This design comes from an exercise in tuning for a short achievable clock period and few clock cycles on the open sky130 flow, not from production work.
The RTL was checked by simulation tests, not by an equivalence proof against the original design.
No driver is modelled on the clock port, so clock power and skew are understated where the tree is cut down; a real chip needs a root buffer or a tree.
Power figures rest on the tool's default switching activity, not on a simulated workload.

Design zigzag_buffer, start of the top module:
module zigzag_buffer #(
    parameter int DW = 12
) (
    input  logic              clk,
    input  logic              rst,
    input  logic [DW-1:0]     dcti,
    input  logic              idv,
    input  logic              ordy,
    output logic [DW-1:0]     zzo,
    output logic              odv,
    output logic              osob,
    output logic              ovf
);
    function automatic logic [5:0] zz_addr(input logic [5:0] k);
        case (k)
            6'd0: zz_addr = 6'd0; 6'd1: zz_addr = 6'd1; 6'd2: zz_addr = 6'd8; 6'd3: zz_addr = 6'd16;
            6'd4: zz_addr = 6'd9; 6'd5: zz_addr = 6'd2; 6'd6: zz_addr = 6'd3; 6'd7: zz_addr = 6'd10;
            6'd8: zz_addr = 6'd17; 6'd9: zz_addr = 6'd24; 6'd10: zz_addr = 6'd32; 6'd11: zz_addr = 6'd25;
            6'd12: zz_addr = 6'd18; 6'd13: zz_addr = 6'd11; 6'd14: zz_addr = 6'd4; 6'd15: zz_addr = 6'd5;
            6'd16: zz_addr = 6'd12; 6'd17: zz_addr = 6'd19; 6'd18: zz_addr = 6'd26; 6'd19: zz_addr = 6'd33;
            6'd20: zz_addr = 6'd40; 6'd21: zz_addr = 6'd48; 6'd22: zz_addr = 6'd41; 6'd23: zz_addr = 6'd34;
            6'd24: zz_addr = 6'd27; 6'd25: zz_addr = 6'd20; 6'd26: zz_addr = 6'd13; 6'd27: zz_addr = 6'd6;
            6'd28: zz_addr = 6'd7; 6'd29: zz_addr = 6'd14; 6'd30: zz_addr = 6'd21; 6'd31: zz_addr = 6'd28;
            6'd32: zz_addr = 6'd35; 6'd33: zz_addr = 6'd42; 6'd34: zz_addr = 6'd49; 6'd35: zz_addr = 6'd56;
            6'd36: zz_addr = 6'd57; 6'd37: zz_addr = 6'd50; 6'd38: zz_addr = 6'd43; 6'd39: zz_addr = 6'd36;
            6'd40: zz_addr = 6'd29; 6'd41: zz_addr = 6'd22; 6'd42: zz_addr = 6'd15; 6'd43: zz_addr = 6'd23;
            6'd44: zz_addr = 6'd30; 6'd45: zz_addr = 6'd37; 6'd46: zz_addr = 6'd44; 6'd47: zz_addr = 6'd51;
            6'd48: zz_addr = 6'd58; 6'd49: zz_addr = 6'd59; 6'd50: zz_addr = 6'd52; 6'd51: zz_addr = 6'd45;
            6'd52: zz_addr = 6'd38; 6'd53: zz_addr = 6'd31; 6'd54: zz_addr = 6'd39; 6'd55: zz_addr = 6'd46;
  ...
export LEC_CHECK = 0
export ABC_CLOCK_PERIOD_IN_PS = 2000
export CAP_MARGIN = 20
export CORE_MARGIN = 2
export CORE_UTILIZATION = 40
export PLACE_DENSITY = 0.85
export SLEW_MARGIN = 20
export TNS_END_PERCENT = 100
create_clock -name core_clock -period 6.0 [get_ports {clk}]
standard.sh (not shown) runs the stock make flow with config.mk's settings and CLKGATE_MAP_FILE= SYNTH_SCRIPT=/design/flow/synth_recipe.tcl, a recipe that flattens the netlist after the stock synthesis.
==> flow/flow/run.sh <==
#!/bin/bash
# Standard ORFS layout, except that the clock tree is built by clock_tree.tcl
# (a balanced two-level tree: four root buffers on the clock port, each feeding
# leaf buffers that drive equal-sized groups of nearby flip-flops) instead of
# TritonCTS. Timing repair after CTS and global routing aims at a tighter
# period than the design's clock via SETUP_SLACK_MARGIN.
set -euo pipefail
here="$(pwd)"
# synthesis, floorplan and placement exactly as the standard flow
bash standard.sh synth > "$here/log_synth.log" 2>&1
bash standard.sh place > "$here/log_place.log" 2>&1
export SETUP_SLACK_MARGIN="${MARGIN:-3.9}"
export PRE_CTS_TCL="$here/flow/clock_tree.tcl"
bash standard.sh cts > "$here/log_cts.log" 2>&1
bash standard.sh finish > "$here/log_finish.log" 2>&1
==> flow/flow/clock_tree.tcl <==
# Sourced by ORFS's cts.tcl (PRE_CTS_TCL) in place of TritonCTS: builds a
# balanced two-level clock tree and turns the clock_tree_synthesis call that
# follows into a no-op. Every flip-flop sits two clkbuf_16 stages from the
# clock port; groups are equal in size, so the stages are equally loaded.
proc build_clock_tree {NR NC NW bufname} {
  set block [ord::get_db_block]
  set db [ord::get_db]
  set bufm [$db findMaster $bufname]
  set clknet [$block findNet clk]
  set sinks {}
  foreach it [$clknet getITerms] {
    set l [[$it getInst] getLocation]
    lappend sinks [list [lindex $l 0] [lindex $l 1] $it]
  }
  set n [llength $sinks]
  # leaves: NC columns of equal count by x, each cut into NW groups by y
  set sinks [lsort -integer -index 0 $sinks]
  set groups {}
  for {set c 0} {$c < $NC} {incr c} {
    set a [expr {$c * $n / $NC}]; set b [expr {($c + 1) * $n / $NC - 1}]
    set col [lsort -integer -index 1 [lrange $sinks $a $b]]
    set m [llength $col]
    for {set r 0} {$r < $NW} {incr r} {
      set a2 [expr {$r * $m / $NW}]; set b2 [expr {($r + 1) * $m / $NW - 1}]
      lappend groups [lrange $col $a2 $b2]
    }
  }
  set leaves {}
  set i 0
  foreach g $groups {
    set sx 0; set sy 0
    foreach s $g { incr sx [lindex $s 0]; incr sy [lindex $s 1] }
    set cx [expr {$sx / [llength $g]}]; set cy [expr {$sy / [llength $g]}]
    set b [odb::dbInst_create $block $bufm clkbuf_leaf_$i]
    $b setLocation $cx $cy
    $b setPlacementStatus PLACED
    set net [odb::dbNet_create $block clknet_leaf_$i]
    $net setSigType CLOCK
    [$b findITerm X] connect $net
    foreach s $g { set it [lindex $s 2]; $it disconnect; $it connect $net }
    lappend leaves [list $cx $cy $b]
    incr i
  }
  # roots: the leaves split into quadrants (NR 4), halves (NR 2) or one group
  set rgroups {}
  set sl [lsort -integer -index 0 $leaves]
  set h [expr {[llength $sl] / 2}]
  if {$NR == 1} {
    set rgroups [list $leaves]
  } elseif {$NR == 2} {
    set rgroups [list [lrange $sl 0 [expr {$h - 1}]] [lrange $sl $h end]]
  } else {
    foreach half [list [lrange $sl 0 [expr {$h - 1}]] [lrange $sl $h end]] {
      set hs [lsort -integer -index 1 $half]
      set q [expr {[llength $hs] / 2}]
      lappend rgroups [lrange $hs 0 [expr {$q - 1}]] [lrange $hs $q end]
    }
  }
  set i 0
  foreach g $rgroups {
    set sx 0; set sy 0
    foreach s $g { incr sx [lindex $s 0]; incr sy [lindex $s 1] }
    set cx [expr {$sx / [llength $g]}]; set cy [expr {$sy / [llength $g]}]
    set b [odb::dbInst_create $block $bufm clkbuf_root_$i]
    $b setLocation $cx $cy
    $b setPlacementStatus PLACED
    set net [odb::dbNet_create $block clknet_root_$i]
    $net setSigType CLOCK
    [$b findITerm A] connect $clknet
    [$b findITerm X] connect $net
    foreach s $g { [[lindex $s 2] findITerm A] connect $net }
    incr i
  }
  $clknet setSigType CLOCK
  puts "clock_tree.tcl: $n sinks, [llength $leaves] leaf buffers, [llength $rgroups] root buffers"
}

set nsinks [llength [[[ord::get_db_block] findNet clk] getITerms]]
set side [expr {int(ceil(sqrt($nsinks / 25.0)))}]
build_clock_tree 4 $side $side sky130_fd_sc_hd__clkbuf_16
set_propagated_clock [all_clocks]

proc clock_tree_synthesis {args} {
  puts "clock_tree.tcl: clock tree already built; clock_tree_synthesis skipped"
}
Testbench counts at the start, summed over its fixed seeds: cycles 22,808.
==> next run, changes <==
--- a/flow/flow/run.sh
+++ b/flow/flow/run.sh
@@ -2 +2,3 @@
-# Standard ORFS layout, except that the clock tree is built by clock_tree.tcl
+# Standard ORFS layout, except that after placement the flip-flops driving
+# output ports are moved next to their output buffers, and the clock tree is
+# built by clock_tree.tcl
--- a/flow/flow/clock_tree.tcl
+++ b/flow/flow/clock_tree.tcl
@@ -1,2 +1,4 @@
-# Sourced by ORFS's cts.tcl (PRE_CTS_TCL) in place of TritonCTS: builds a
-# balanced two-level clock tree and turns the clock_tree_synthesis call that
+# Sourced by ORFS's cts.tcl (PRE_CTS_TCL) in place of TritonCTS. First moves
+# each flip-flop that drives an output port next to that port's output buffer
+# (the detailed placement that follows in cts.tcl legalizes them). Then builds
+# a balanced two-level clock tree and turns the clock_tree_synthesis call that
@@ -77,0 +80,28 @@
+proc pull_output_flops {} {
+  set block [ord::get_db_block]
+  set moved 0
+  foreach bt [$block getBTerms] {
+    if {[$bt getIoType] ne "OUTPUT"} continue
+    set net [$bt getNet]
+    foreach it [$net getITerms] {
+      if {![$it isOutputSignal]} continue
+      set buf [$it getInst]
+      foreach bi [$buf getITerms] {
+        if {![$bi isInputSignal]} continue
+        set n2 [$bi getNet]
+        if {$n2 eq "NULL"} continue
+        foreach di [$n2 getITerms] {
+          if {![$di isOutputSignal]} continue
+          set ff [$di getInst]
+          if {![string match "*__df*" [[$ff getMaster] getName]] && ![string match "*__edf*" [[$ff getMaster] getName]]} continue
+          set l [$buf getLocation]
+          $ff setLocation [lindex $l 0] [lindex $l 1]
+          incr moved
+        }
+      }
+    }
+  }
+  puts "pulled $moved output flip-flops next to their output buffers"
+}
+
+pull_output_flops
=> Worst setup slack gets worse by 0.55 ns. Cell area came out higher by a few percent. Worst hold slack is about the same. Power increases by a little under a tenth. Utilization grows by 3.2 points.
==> next run, changes <==
--- a/flow/flow/run.sh
+++ b/flow/flow/run.sh
@@ -2,2 +2,3 @@
-# Standard ORFS layout, except that after placement the flip-flops driving
-# output ports are moved next to their output buffers, and the clock tree is
+# Standard ORFS layout, except that after placement the output buffers are
+# sized to buf_4 and the flip-flops driving output ports are moved next to
+# them, and the clock tree is
--- a/flow/flow/clock_tree.tcl
+++ b/flow/flow/clock_tree.tcl
@@ -1,3 +1,3 @@
-# Sourced by ORFS's cts.tcl (PRE_CTS_TCL) in place of TritonCTS. First moves
-# each flip-flop that drives an output port next to that port's output buffer
-# (the detailed placement that follows in cts.tcl legalizes them). Then builds
+# Sourced by ORFS's cts.tcl (PRE_CTS_TCL) in place of TritonCTS. First sizes
+# each output port's buffer to buf_4 and moves the flip-flop that drives it
+# next to it (the detailed placement that follows in cts.tcl legalizes them). Then builds
@@ -88,0 +89 @@
+      replace_cell [$buf getName] sky130_fd_sc_hd__buf_4
@@ -104 +105 @@
-  puts "pulled $moved output flip-flops next to their output buffers"
+  puts "pulled $moved output flip-flops next to their output buffers (now buf_4)"
--- a/flow/config.mk
+++ b/flow/config.mk
@@ -12 +11,0 @@
-export PLACE_DENSITY = 0.85
Via count drops by 13%.
Worst hold slack gets better by 0.0030 ns.
Area after synthesis does not change.
Cell count drops by 0.88%.
Wire length fell by 26%.
No run of this note takes its clock network from TritonCTS; it comes from the design's own scripts or RTL.

separate check: timing with driven ports:
In the flow no input, the clock included, has a driving cell. The finished layouts below were timed again as built, in two steps. Step 1: set_driving_cell puts a clkbuf_16 on clk and a buf_2 on each other input, an assumption about the parent block. Step 2 adds t to the input delays and takes it off the output delays; t is the mean of the earliest and latest rising clock arrival at the registers after step 1. Input paths then give back, and output paths get back, about the clock's delay inside the block. Slacks: ideal / step 1 / step 2; pairs: ideal / step 1.
run	t (ns)	setup WS [ns]	clock arrival spread, ns
the first run	0.746	3.662 / 3.478 / 3.106	0.030 / 0.031
the second run	0.753	3.114 / 3.114 / 2.812	0.030 / 0.030
the third run	0.748	3.661 / 3.478 / 3.142	0.037 / 0.036
After both steps every run listed still meets setup and hold. For the first run, which loses most, drivers alone change the setup slack by -0.184 ns; drivers and shift together by -0.556 ns.
